Background: an optimization exercise with open tools, aiming at small area, a short achievable clock period and few clock cycles per item. Do not read the settings as production practice. Function was not checked in any run shown here: the RTL went through the layout flow alone.

## flow/design.v (module list and top-level ports; edited modules follow where they fit)
// module mandel_engine: 105 lines
// module mandel_dp: 1446 lines
// module mandel_fa: 10 lines
module mandel_engine #(
    parameter int BITS      = 16,
    parameter int ITER_BITS = 7
) (
    input  logic                   clk,
    input  logic                   rst_n,
    input  logic                   in_valid,
    output logic                   in_ready,
    input  logic signed [BITS-1:0] in_x,
    input  logic signed [BITS-1:0] in_y,
    input  logic                   julia_mode,
    input  logic signed [BITS-1:0] julia_cx,
    input  logic signed [BITS-1:0] julia_cy,
    input  logic [ITER_BITS-1:0]   max_iter,
    input  logic                   abort,
    output logic                   out_valid,
    input  logic                   out_ready,
    output logic [ITER_BITS-1:0]   out_iter,
    output logic                   out_escaped,
    output logic                   busy
);
  // ...
==> flow/flow/run.sh <==
#!/bin/bash
# The standard layout (standard.sh), with the port buffers made from
# sky130_fd_sc_hd__buf_1 cells instead of the default choice of a delay buffer.
set -euo pipefail
export BUFFER_PORTS_ARGS="-buffer_cell sky130_fd_sc_hd__buf_1"
bash standard.sh > standard.log 2>&1
==> flow/standard.sh <==
#!/bin/bash
# synth_recipe.tcl (not shown) runs the flow's synth.tcl, then flattens the netlist and writes it again
# the make line also repeats each setting of config.mk as NAME=value (left out here)
make -C /OpenROAD-flow-scripts/flow DESIGN_CONFIG=/design/flow/config.mk WORK_HOME=/design/flow/orfs CLKGATE_MAP_FILE= SYNTH_SCRIPT=/design/flow/synth_recipe.tcl "${@:-finish}"
==> flow/config.mk <==
export PLATFORM = sky130hd
export DESIGN_NAME = mandel_engine
export DESIGN_NICKNAME = mandel_engine
export VERILOG_FILES = /design/flow/design.v
export SDC_FILE = /design/flow/constraint.sdc
export NUM_CORES = 4
export LEC_CHECK = 0
export CAP_MARGIN = 20
export CORE_MARGIN = 2
export CORE_UTILIZATION = 40
export SLEW_MARGIN = 20
export SYNTH_HIERARCHICAL = 1
export SYNTH_MINIMUM_KEEP_SIZE = 0
==> flow/constraint.sdc <==
create_clock -name core_clock -period 14.0 [get_ports {clk}]
set_input_delay 2.8000 -clock core_clock [delete_from_list [all_inputs] [get_ports {clk}]]
set_output_delay 2.8000 -clock core_clock [all_outputs]
set_load 0.01 [all_outputs]
==> results_tabular.tex, run 1 <==
\begin{tabular}{lr}
\hline
Metric & Value \\
\hline
\multicolumn{2}{l}{\textbf{Yosys}} \\
Post-synthesis cell type with the largest combined area & sky130\_fd\_sc\_hd\_\_fa\_1 \\
Multiplexer share of the synthesized area & 3.859\% \\
Main combinational cell family by area after synthesis & adder cells \\
Proportion of netlist area held by the largest area contributor & 43.65\% \\
\multicolumn{2}{l}{\textbf{Layout}} \\
Final \#Nets & 2380 \\
Post-layout instance count excluding filler cells & 2361 \\
\# diodes & 1 \\
Fill cell count & 4332 \\
Multi-input combinational cell count & 1407 \\
Number of non-clock buffers & 117 \\
Sequential cell count & 117 \\
Fraction of cell area in non-clock buffers & 2.771\% \\
Clock buffer count & 21 \\
Area fraction of clock buffers and clock inverters & 2.771\% \\
\multicolumn{2}{l}{\textbf{Timing}} \\
Worst hold-check slack & 536.6 ps \\
\multicolumn{2}{l}{\textbf{Global routing}} \\
Wire length of the first global-routing pass & 76300 um \\
Vias in the first global route & 14030 \\
Total gr overflow & 0 \\
\multicolumn{2}{l}{\textbf{Outcome}} \\
Status & complete, no violations \\
\multicolumn{2}{l}{\textbf{Place}} \\
Standard cell area after detailed placement & 19400 um\^{}2 \\
RD Place Congestion & 0.8720 \\
Instance count after placement with tap cells included & 2328 \\
\# port buffers & 87 \\
\multicolumn{2}{l}{\textbf{Drt}} \\
Detailed Route WL & 46920 um \\
Detailed Routing Iterations Pass 1 & 5 \\
Top layer reached by signal wires & met4 \\
\multicolumn{2}{l}{\textbf{Clock network}} \\
Hold-fix buffers, CTS & 0 \\
TritonCTS Sinks & 117 \\
Clock transition at the register clock pins on the worst setup and hold paths after CTS & 60 ps \\
\# H-tree levels & 4 \\
\multicolumn{2}{l}{\textbf{Setup path}} \\
Total buffers and inverters traversed by the critical path & 1 \\
Sequence of cells on the critical path & buf\_4 -> nor2\_1 -> fa\_1 -> fa\_1 -> fa\_1 -> fa\_1 -> fa\_1 -> ha\_1 -> o2111a\_1 -> a221o\_1 -> a31oi\_1 -> fa\_1 -> fa\_1 -> nand2b\_1 -> a211oi\_1 -> o21ai\_1 -> a21oi\_2 -> nor4\_1 -> a311o\_1 -> mux2i\_1 \\
Destination of the worst register-to-register timing path & zyn\_q[12] \\
Crit path DAT & 6880 ps \\
Beginning of the worst register-to-register path & zyn\_q[10] \\
\multicolumn{2}{l}{\textbf{Hold path}} \\
Min-Delay Path Class & flip-flop to flip-flop \\
Hold Path Cell Cnt & 1 \\
\multicolumn{2}{l}{\textbf{Floorplan}} \\
Die ar. & 47940 um\^{}2 \\
\hline
\end{tabular}
==> inputs of run 2 (changes only) <==
--- a/flow/design.v
+++ b/flow/design.v
@@ -1264,18 +1264,18 @@
     wire [12:0] qxl1 = {s168, s167, s166, s165, s164, s163, s162, s161, s160, 1'b0, qxp0, 1'b0, 1'b0};
     wire [13:0] qxls = {1'b0, qxl0} + {1'b0, qxl1};
     wire [12:0] qyl0 = {c350, c349, c348, c347, c346, c345, c344, c343, qyp197, qyp184, y[1], 1'b0, y[0]};
     wire [12:0] qyl1 = {s351, s350, s349, s348, s347, s346, s345, s344, s343, 1'b0, qyp183, 1'b0, 1'b0};
     wire [13:0] qyls = {1'b0, qyl0} + {1'b0, qyl1};
     wire [11:0] mxyl0 = {c771, c770, c769, c768, c767, c766, c765, c764, c763, mxyp394, mxyp367, mxyp366};
     wire [11:0] mxyl1 = {s772, s771, s770, s769, s768, s767, s766, s765, s764, s763, mxyp380, 1'b0};
     wire [12:0] mxyls = {1'b0, mxyl0} + {1'b0, mxyl1};
-    wire s790 = c168 ^ c351;
-    wire c790 = c168 & c351;
+    wire s790, c790;
+    mandel_fa us790 (.a(c168), .b(c351), .c(s169), .s(s790), .co(c790));
     wire s791 = c169 ^ c352;
     wire c791 = c169 & c352;
     wire s792 = c170 ^ c353;
     wire c792 = c170 & c353;
     wire s793 = c171 ^ c354;
     wire c793 = c171 & c354;
     wire s794 = c172 ^ c355;
     wire c794 = c172 & c355;
@@ -1296,20 +1296,20 @@
     wire s802 = s181 ^ s364;
     wire c802 = s181 & s364;
     wire s803 = s182 ^ s365;
     wire c803 = s182 & s365;
     wire s804 = qxp103 ^ qyp286;
     wire c804 = qxp103 & qyp286;
     wire s805, c805;
     mandel_fa us805 (.a(x[14]), .b(y[14]), .c(1'b1), .s(s805), .co(c805));
-    wire s806 = s790 ^ s169;
-    wire c806 = s790 & s169;
+    wire s806 = s352 ^ s790;
+    wire c806 = s352 & s790;
     wire s807, c807;
-    mandel_fa us807 (.a(c790), .b(s170), .c(s353), .s(s807), .co(c807));
+    mandel_fa us807 (.a(s170), .b(s353), .c(s791), .s(s807), .co(c807));
     wire s808, c808;
     mandel_fa us808 (.a(c791), .b(s792), .c(s171), .s(s808), .co(c808));
     wire s809, c809;
     mandel_fa us809 (.a(c792), .b(s172), .c(s355), .s(s809), .co(c809));
     wire s810, c810;
     mandel_fa us810 (.a(s173), .b(s356), .c(c793), .s(s810), .co(c810));
     wire s811, c811;
     mandel_fa us811 (.a(s174), .b(s357), .c(c794), .s(s811), .co(c811));
@@ -1330,20 +1330,20 @@
     wire s819, c819;
     mandel_fa us819 (.a(s803), .b(c181), .c(c364), .s(s819), .co(c819));
     wire s820, c820;
     mandel_fa us820 (.a(s804), .b(c182), .c(c365), .s(s820), .co(c820));
     wire s821, c821;
     mandel_fa us821 (.a(qxp104), .b(qyp287), .c(c804), .s(s821), .co(c821));
     wire s822 = 1'b1 ^ 1'b1;
     wire c822 = 1'b1 & 1'b1;
-    wire s823 = s352 ^ s806;
-    wire c823 = s352 & s806;
+    wire s823 = s806 ^ qxls[13];
+    wire c823 = s806 & qxls[13];
     wire s824, c824;
-    mandel_fa us824 (.a(s791), .b(c806), .c(s807), .s(s824), .co(c824));
+    mandel_fa us824 (.a(c790), .b(s807), .c(c806), .s(s824), .co(c824));
     wire s825, c825;
     mandel_fa us825 (.a(s354), .b(c807), .c(s808), .s(s825), .co(c825));
     wire s826, c826;
     mandel_fa us826 (.a(s793), .b(c808), .c(s809), .s(s826), .co(c826));
     wire s827, c827;
     mandel_fa us827 (.a(s794), .b(c809), .c(s810), .s(s827), .co(c827));
     wire s828, c828;
     mandel_fa us828 (.a(s795), .b(c810), .c(s811), .s(s828), .co(c828));
@@ -1364,19 +1364,19 @@
     wire s836, c836;
     mandel_fa us836 (.a(c802), .b(s819), .c(c818), .s(s836), .co(c836));
     wire s837, c837;
     mandel_fa us837 (.a(c803), .b(s820), .c(c819), .s(s837), .co(c837));
     wire s838, c838;
     mandel_fa us838 (.a(s805), .b(s821), .c(c820), .s(s838), .co(c838));
     wire s839, c839;
     mandel_fa us839 (.a(s822), .b(c805), .c(c821), .s(s839), .co(c839));
-    wire [16:0] mg0 = {s839, s838, s837, c835, s835, c833, c832, s832, c830, c829, c828, c827, c826, c825, c824, c823, s823};
-    wire [16:0] mg1 = {c838, c837, c836, s836, c834, s834, s833, c831, s831, s830, s829, s828, s827, s826, s825, s824, qxls[13]};
-    wire [16:0] mag = mg0 + mg1 + qyls[13];
+    wire [16:0] mg0 = {s839, s838, s837, c835, s835, c833, c832, s832, c830, c829, c828, c827, c826, c825, c824, c823, qyls[13]};
+    wire [16:0] mg1 = {c838, c837, c836, s836, c834, s834, s833, c831, s831, s830, s829, s828, s827, s826, s825, s824, s823};
+    wire [16:0] mag = mg0 + mg1;
     wire ny840 = ~c351;
     wire ny841 = ~s352;
     wire ny842 = ~c352;
     wire ny843 = ~s353;
     wire ny844 = ~c353;
     wire ny845 = ~s354;
     wire ny846 = ~c354;
     wire ny847 = ~s355;
@@ -1400,24 +1400,24 @@
     wire ny865 = ~c363;
     wire ny866 = ~s365;
     wire ny867 = ~c364;
     wire ny868 = ~qyp286;
     wire ny869 = ~c365;
     wire ny870 = ~y[14];
     wire ny871 = ~qyp287;
     wire ny872 = ~qyls[13];
-    wire s873 = cx[0] ^ 1'b1;
-    wire c873 = cx[0] & 1'b1;
+    wire s873, c873;
+    mandel_fa us873 (.a(cx[0]), .b(1'b1), .c(c168), .s(s873), .co(c873));
     wire s874, c874;
-    mandel_fa us874 (.a(s873), .b(c168), .c(ny840), .s(s874), .co(c874));
+    mandel_fa us874 (.a(ny840), .b(s169), .c(ny841), .s(s874), .co(c874));
     wire s875, c875;
-    mandel_fa us875 (.a(cx[1]), .b(c873), .c(c169), .s(s875), .co(c875));
-    wire s876 = ny842 ^ s170;
-    wire c876 = ny842 & s170;
+    mandel_fa us875 (.a(cx[1]), .b(c169), .c(ny842), .s(s875), .co(c875));
+    wire s876 = s170 ^ ny843;
+    wire c876 = s170 & ny843;
     wire s877, c877;
     mandel_fa us877 (.a(cx[2]), .b(c170), .c(ny844), .s(s877), .co(c877));
     wire s878 = s171 ^ ny845;
     wire c878 = s171 & ny845;
     wire s879, c879;
     mandel_fa us879 (.a(cx[3]), .b(c171), .c(ny846), .s(s879), .co(c879));
     wire s880 = s172 ^ ny847;
     wire c880 = s172 & ny847;
@@ -1466,20 +1466,20 @@
     wire s902 = c182 ^ ny869;
     wire c902 = c182 & ny869;
     wire s903, c903;
     mandel_fa us903 (.a(x[14]), .b(cx[15]), .c(ny870), .s(s903), .co(c903));
     wire s904 = qxp104 ^ ny871;
     wire c904 = qxp104 & ny871;
     wire s905 = 1'b1 ^ cx[15];
     wire c905 = 1'b1 & cx[15];
-    wire s906 = s169 ^ ny841;
-    wire c906 = s169 & ny841;
+    wire s906 = s873 ^ s874;
+    wire c906 = s873 & s874;
     wire s907, c907;
-    mandel_fa us907 (.a(ny843), .b(c874), .c(s876), .s(s907), .co(c907));
+    mandel_fa us907 (.a(c873), .b(s876), .c(c874), .s(s907), .co(c907));
     wire s908, c908;
     mandel_fa us908 (.a(c876), .b(c875), .c(s877), .s(s908), .co(c908));
     wire s909, c909;
     mandel_fa us909 (.a(c877), .b(c878), .c(s880), .s(s909), .co(c909));
     wire s910, c910;
     mandel_fa us910 (.a(c880), .b(c879), .c(s882), .s(s910), .co(c910));
     wire s911, c911;
     mandel_fa us911 (.a(c882), .b(c881), .c(s884), .s(s911), .co(c911));
@@ -1500,20 +1500,20 @@
     wire s919, c919;
     mandel_fa us919 (.a(s899), .b(c898), .c(s900), .s(s919), .co(c919));
     wire s920, c920;
     mandel_fa us920 (.a(s901), .b(s902), .c(c899), .s(s920), .co(c920));
     wire s921, c921;
     mandel_fa us921 (.a(s903), .b(s904), .c(c901), .s(s921), .co(c921));
     wire s922, c922;
     mandel_fa us922 (.a(1'b1), .b(s905), .c(c903), .s(s922), .co(c922));
-    wire s923 = s874 ^ s906;
-    wire c923 = s874 & s906;
+    wire s923 = qxls[13] ^ s906;
+    wire c923 = qxls[13] & s906;
     wire s924, c924;
-    mandel_fa us924 (.a(c906), .b(s875), .c(s907), .s(s924), .co(c924));
+    mandel_fa us924 (.a(s875), .b(c906), .c(s907), .s(s924), .co(c924));
     wire s925, c925;
     mandel_fa us925 (.a(s878), .b(c907), .c(s908), .s(s925), .co(c925));
     wire s926, c926;
     mandel_fa us926 (.a(s879), .b(c908), .c(s909), .s(s926), .co(c926));
     wire s927, c927;
     mandel_fa us927 (.a(s881), .b(c909), .c(s910), .s(s927), .co(c927));
     wire s928, c928;
     mandel_fa us928 (.a(s883), .b(c910), .c(s911), .s(s928), .co(c928));
@@ -1534,19 +1534,19 @@
     wire s936, c936;
     mandel_fa us936 (.a(c897), .b(s919), .c(c918), .s(s936), .co(c936));
     wire s937, c937;
     mandel_fa us937 (.a(c900), .b(s920), .c(c919), .s(s937), .co(c937));
     wire s938, c938;
     mandel_fa us938 (.a(c902), .b(s921), .c(c920), .s(s938), .co(c938));
     wire s939, c939;
     mandel_fa us939 (.a(c904), .b(s922), .c(c921), .s(s939), .co(c939));
-    wire [16:0] xs0 = {s939, s938, s937, c935, s935, c933, s933, s932, c930, c929, c928, c927, c926, c925, c924, c923, s923};
-    wire [16:0] xs1 = {c938, c937, c936, s936, c934, s934, c932, c931, s931, s930, s929, s928, s927, s926, s925, s924, ny872};
-    wire [16:0] xn17 = xs0 + xs1 + qxls[13];
+    wire [16:0] xs0 = {s939, s938, s937, c935, s935, c933, s933, s932, c930, c929, c928, c927, c926, c925, c924, c923, ny872};
+    wire [16:0] xs1 = {c938, c937, c936, s936, c934, s934, c932, c931, s931, s930, s929, s928, s927, s926, s925, s924, s923};
+    wire [16:0] xn17 = xs0 + xs1;
     wire [16:0] ys0 = {s789, s788, c786, s786, c784, c783, c782, s782, c780, c779, c778, c777, c776, c775, c774, c773, c772};
     wire [16:0] ys1 = {c788, c787, s787, c785, s785, s784, s783, c781, s781, s780, s779, s778, s777, s776, s775, s774, s773};
     wire [16:0] yn17 = ys0 + ys1 + mxyls[12];
     assign xn   = xn17;
     assign yn   = yn17;
     assign mesc = big | mag[16];
 endmodule
 module mandel_fa (
==> flow/config.mk (replaced) <==
export PLATFORM = sky130hd
export DESIGN_NAME = mandel_engine
export DESIGN_NICKNAME = mandel_engine
export VERILOG_FILES = /design/flow/design.v
export SDC_FILE = /design/flow/constraint.sdc
export NUM_CORES = 4
export LEC_CHECK = 0
export CAP_MARGIN = 20
export CORE_MARGIN = 2
export CORE_UTILIZATION = 65
export CTS_BUF_LIST = sky130_fd_sc_hd__clkbuf_8
export PLACE_DENSITY = 0.75
export SLEW_MARGIN = 20
export SYNTH_HIERARCHICAL = 1
export SYNTH_MINIMUM_KEEP_SIZE = 0
==> run 2 against run 1 <==
Net effect: setup slack improved by 110 ps; routed wire length decreased by 7.9%; final cell count down 11%; still clean; critical path type is now flip-flop to output pin.
==> results_tabular.tex, run 2 <==
\begin{tabular}{lr}
\hline
Metric & Value \\
\hline
\multicolumn{2}{l}{\textbf{Clock network}} \\
Resized Gates After CTS & 0 \\
CTS tree & built \\
CTS Buffer Depth & 2 \\
TritonCTS Sinks & 117 (unchanged) \\
Clock insertion delay at the later pin of the skew report & 460 ps \\
Clock transition at the register clock pins on the worst setup and hold paths after CTS & 70 ps (about the same) \\
Clock Root Buffer & sky130\_fd\_sc\_hd\_\_clkbuf\_8 \\
\# H-tree levels & 4 (unchanged) \\
Hold-fix buffers, CTS & 0 (unchanged) \\
Number of clock buffers inserted by TritonCTS & 17 \\
Post-CTS Repair Setup Buffers & 0 \\
\multicolumn{2}{l}{\textbf{Yosys}} \\
Cell Area, Synth & 18300 um\^{}2 \\
Async set-reset flop share out of synthesis & 0\% \\
Proportion of netlist area held by the largest area contributor & 44.20\% (+0.55 points) \\
Leading post-synthesis cells by instance count & 404 x sky130\_fd\_sc\_hd\_\_fa\_1, 393 x sky130\_fd\_sc\_hd\_\_nor2\_1, 152 x sky130\_fd\_sc\_hd\_\_ha\_1 \\
Primary flip-flop cell chosen by synthesis mapping & sky130\_fd\_sc\_hd\_\_edfxtp\_1 \\
Sequential cell area fraction in the yosys report & 16.74\% \\
Cells taking the most area after synthesis & sky130\_fd\_sc\_hd\_\_fa\_1 44\%, sky130\_fd\_sc\_hd\_\_edfxtp\_1 12\%, sky130\_fd\_sc\_hd\_\_ha\_1 10\% \\
Cells after synthesis & 1681 \\
Flops \& latches, synth & 117 \\
Number of enable flip-flop cells after synthesis & 72 \\
Avg Synthesized Cell Area & 10.89 um\^{}2 \\
Synth unique cells & 62 \\
Post-synthesis cell type with the largest combined area & sky130\_fd\_sc\_hd\_\_fa\_1 \\
Most frequently used cell type in the post-synthesis netlist & sky130\_fd\_sc\_hd\_\_fa\_1 \\
Synth warnings & 7 \\
\multicolumn{2}{l}{\textbf{Layout}} \\
Share of layout cells above drive strength 1 & 6.644\% \\
\# diodes & 0 (-1) \\
Summed area of non-filler cells in the final layout & 19320 um\^{}2 \\
Area taken by multi-input logic gates & 14530 um\^{}2 \\
Most common library cell in the layout ignoring fill and taps & sky130\_fd\_sc\_hd\_\_fa\_1 \\
FF/Latch Area & 3063 um\^{}2 \\
Final \#Nets & 2351 (-1.2\%) \\
Most frequent cells in the layout & 404 x sky130\_fd\_sc\_hd\_\_fa\_1, 392 x sky130\_fd\_sc\_hd\_\_nor2\_1, 152 x sky130\_fd\_sc\_hd\_\_ha\_1, 86 x sky130\_fd\_sc\_hd\_\_buf\_1, 77 x sky130\_fd\_sc\_hd\_\_inv\_1 \\
Area grow syn2layout & 5.559\% \\
Fill cell count & 2114 (-51\%) \\
\multicolumn{2}{l}{\textbf{Place}} \\
RD Place Congestion & 0.8714 (about the same) \\
Detailed placer's ending HPWL & 31760 um \\
\# port buffers & 87 (unchanged) \\
Standard cell area after detailed placement & 18920 um\^{}2 (-2.5\%) \\
\multicolumn{2}{l}{\textbf{Timing}} \\
Endpoints failing hold & 0 \\
Highest clock rate & 156.4 MHz \\
Max Clock Skew & 16.45 ps \\
Period Utilization, post-route & 45.66\% \\
Summed negative setup slack over all endpoints & 0 ps \\
Slew @ Worst Pin & 1016 ps \\
Setup violations, final & 0 \\
Setup repair after global routing missed its margin & no \\
Final Max Slew Viols & 0 \\
Clock period minus worst slack & 6392 ps \\
Slew margin rel. & 32.19\% \\
\multicolumn{2}{l}{\textbf{Global routing}} \\
Initial antenna violation count & 0 \\
Total gr overflow & 0 (unchanged) \\
GR Util All Layers & 32.05\% \\
Vias in the first global route & 14270 (+1.7\%) \\
Pin count of the biggest net entering global routing & 46 \\
Wire length of the first global-routing pass & 71500 um (-6.3\%) \\
\multicolumn{2}{l}{\textbf{Drt}} \\
Top layer reached by signal wires & met4 \\
Via-to-Cell Ratio & 6.058 \\
Detailed Routing Iterations Pass 1 & 5 (unchanged) \\
Number of vias in the routed layout & 12780 \\
Wire length on met3 & 3202 um \\
DRT antenna net count & 0 \\
Count of unresolved DRC violations after routing & 0 \\
Post-detailed-route wirelength per cell & 20.50 um \\
Met1 layer wirelength in the final routing & 16580 um \\
Initial DRC Count & 859 \\
Met2 wire length & 21680 um \\
Detailed Route WL & 43240 um (-7.9\%) \\
\multicolumn{2}{l}{\textbf{Floorplan}} \\
Die ar. & 29510 um\^{}2 (-38\%) \\
DIE HEIGHT & 171.8 um \\
Starting Density & 65.87\% \\
Count of boundary I/O pins & 88 \\
Die outline width & 171.8 um \\
CORE AREA & 27780 um\^{}2 \\
Site Rows & 61 \\
\multicolumn{2}{l}{\textbf{Setup path}} \\
WS Path Type & flip-flop to output pin \\
Max stage delay cell, worst path & sky130\_fd\_sc\_hd\_\_o31ai\_2 \\
Dominant cell type by count on the critical path & sky130\_fd\_sc\_hd\_\_nor2\_1 \\
Largest fanout of any net on the critical path & 30 \\
Crit path DAT & 3590 ps (-3290 ps) \\
Kind of end point of the critical path & output pin \\
Longest individual stage delay on the worst path & 790 ps \\
Req. time, crit path & 11200 ps \\
Element type at the critical path start & flip-flop \\
Total buffers and inverters traversed by the critical path & 2 (+1) \\
Cell family with most CP delay & simple AND/OR/NAND/NOR gates \\
Sequence of cells on the critical path & buf\_4 -> xor2\_1 -> nor4\_1 -> nand4\_1 -> o31ai\_2 -> nor2\_1 -> nor2\_1 -> buf\_1 \\
\multicolumn{2}{l}{\textbf{Hold path}} \\
Min-Delay Path Class & flip-flop to flip-flop \\
\multicolumn{2}{l}{\textbf{Flow run}} \\
Number of max-capacitance violations reported & 0 \\
\multicolumn{2}{l}{\textbf{Outcome}} \\
Status & complete, no violations \\
\hline
\end{tabular}
## run 2: cell type report
| class | count | area share [%] |
|---|---|---|
| Clock buffer | 17 | 1.211 |
| Clock inverter | 15 | 0.8421 |
| Timing Repair Buffer | 117 | 2.863 |
| Multi-Input combinational cell | 1384 | 75.20 |
| Sequential cell | 117 | 15.86 |
| Tap cell | 378 | 2.449 |
| Inverter | 81 | 1.574 |
## run 2: path summary, 6_finish.rpt
path | depth (start not counted) | slack (ps) | from | to
max reg2reg | 17 | 7660 | zxn_q[14] | xh_q
min reg2reg | 1 | 530 | stop_q | stop_q
max | 8 | 7610 | zxn_q[10] | out_valid
min | 1 | 530 | stop_q | stop_q
## run 2: worst reg2reg max path: stages, from the launching register on
cell and delay, ps:
sky130_fd_sc_hd__dfxtp_1 680, sky130_fd_sc_hd__inv_2 360, sky130_fd_sc_hd__nand2_1 210, sky130_fd_sc_hd__fa_1 420, sky130_fd_sc_hd__fa_1 400, sky130_fd_sc_hd__fa_1 460, sky130_fd_sc_hd__fa_1 430, sky130_fd_sc_hd__fa_1 420
sky130_fd_sc_hd__fa_1 510, sky130_fd_sc_hd__fa_1 420, sky130_fd_sc_hd__ha_1 350, sky130_fd_sc_hd__a21o_1 200, sky130_fd_sc_hd__a211o_1 290, sky130_fd_sc_hd__a41oi_1 360, sky130_fd_sc_hd__o2111ai_1 190, sky130_fd_sc_hd__a21oi_1 200
sky130_fd_sc_hd__xnor2_1 70, sky130_fd_sc_hd__mux2_2 260
## run 2: cells by family after synthesis
| family | after synthesis | share of synthesized area [%] |
|---|---|---|
| simple gates | 544 | 12.22 |
| fa+ha+maj | 556 | 54.59 |
| flops | 117 | 16.74 |
| mux | 67 | 3.897 |
| other cells | 2 | 0.04104 |
| xor+xnor | 77 | 3.685 |
| buf+inv | 185 | 3.993 |
| compound gates | 133 | 4.834 |
## run 2: metrics by stage
step	hold slack (ps)	setup slack, ps	util [%]	cells
2_1_floorplan	444.2	8201	-	1686
3_3_place_gp	513.9	7853	68.10	2077
3_5_place_dp	518.8	7788	68.10	2077
4_1_cts	535.2	7604	69.53	2109
5_1_grt	545.7	7327	69.53	2109
6_report	531.2	7608	69.53	2109
## run 2: Yosys stat by module (local to each module, per instance)
module / cell area [um^2] / times used
mandel_dp: 5474 / 1
mandel_engine: 4797 / 1
mandel_fa: 20.02 / 401
## run 2: layer usage
layer	track usage, %	up-vias
met5	0	-
li1	-	5519
met4	14.10	0
met2	54.58	544
met3	6.696	111
met1	39.78	6603

## re-timing with driven ports
Ports are ideal in the flow. The routed layouts listed here were re-timed in OpenROAD.
Step 1, drivers: a clkbuf_16 drives clk and a buf_2 each remaining input, both assumed.
Step 2, shift: input delay + t, output delay - t, t = (earliest + latest rising clock arrival at the registers) / 2. This alone moves slack from input paths to output paths.
Three values: ideal, step 1, step 2; two values: the first two.
run | shift t [ns] | setup slack, ns | slew at the worst register clock pin (ns)
run 1 | 0.496 | 7.496 / 7.496 / 7.496 | 0.06 / 0.06
run 2 | 0.500 | 7.608 / 7.561 / 7.665 | 0.08 / 0.08
After both steps setup and hold are still met in every run listed.
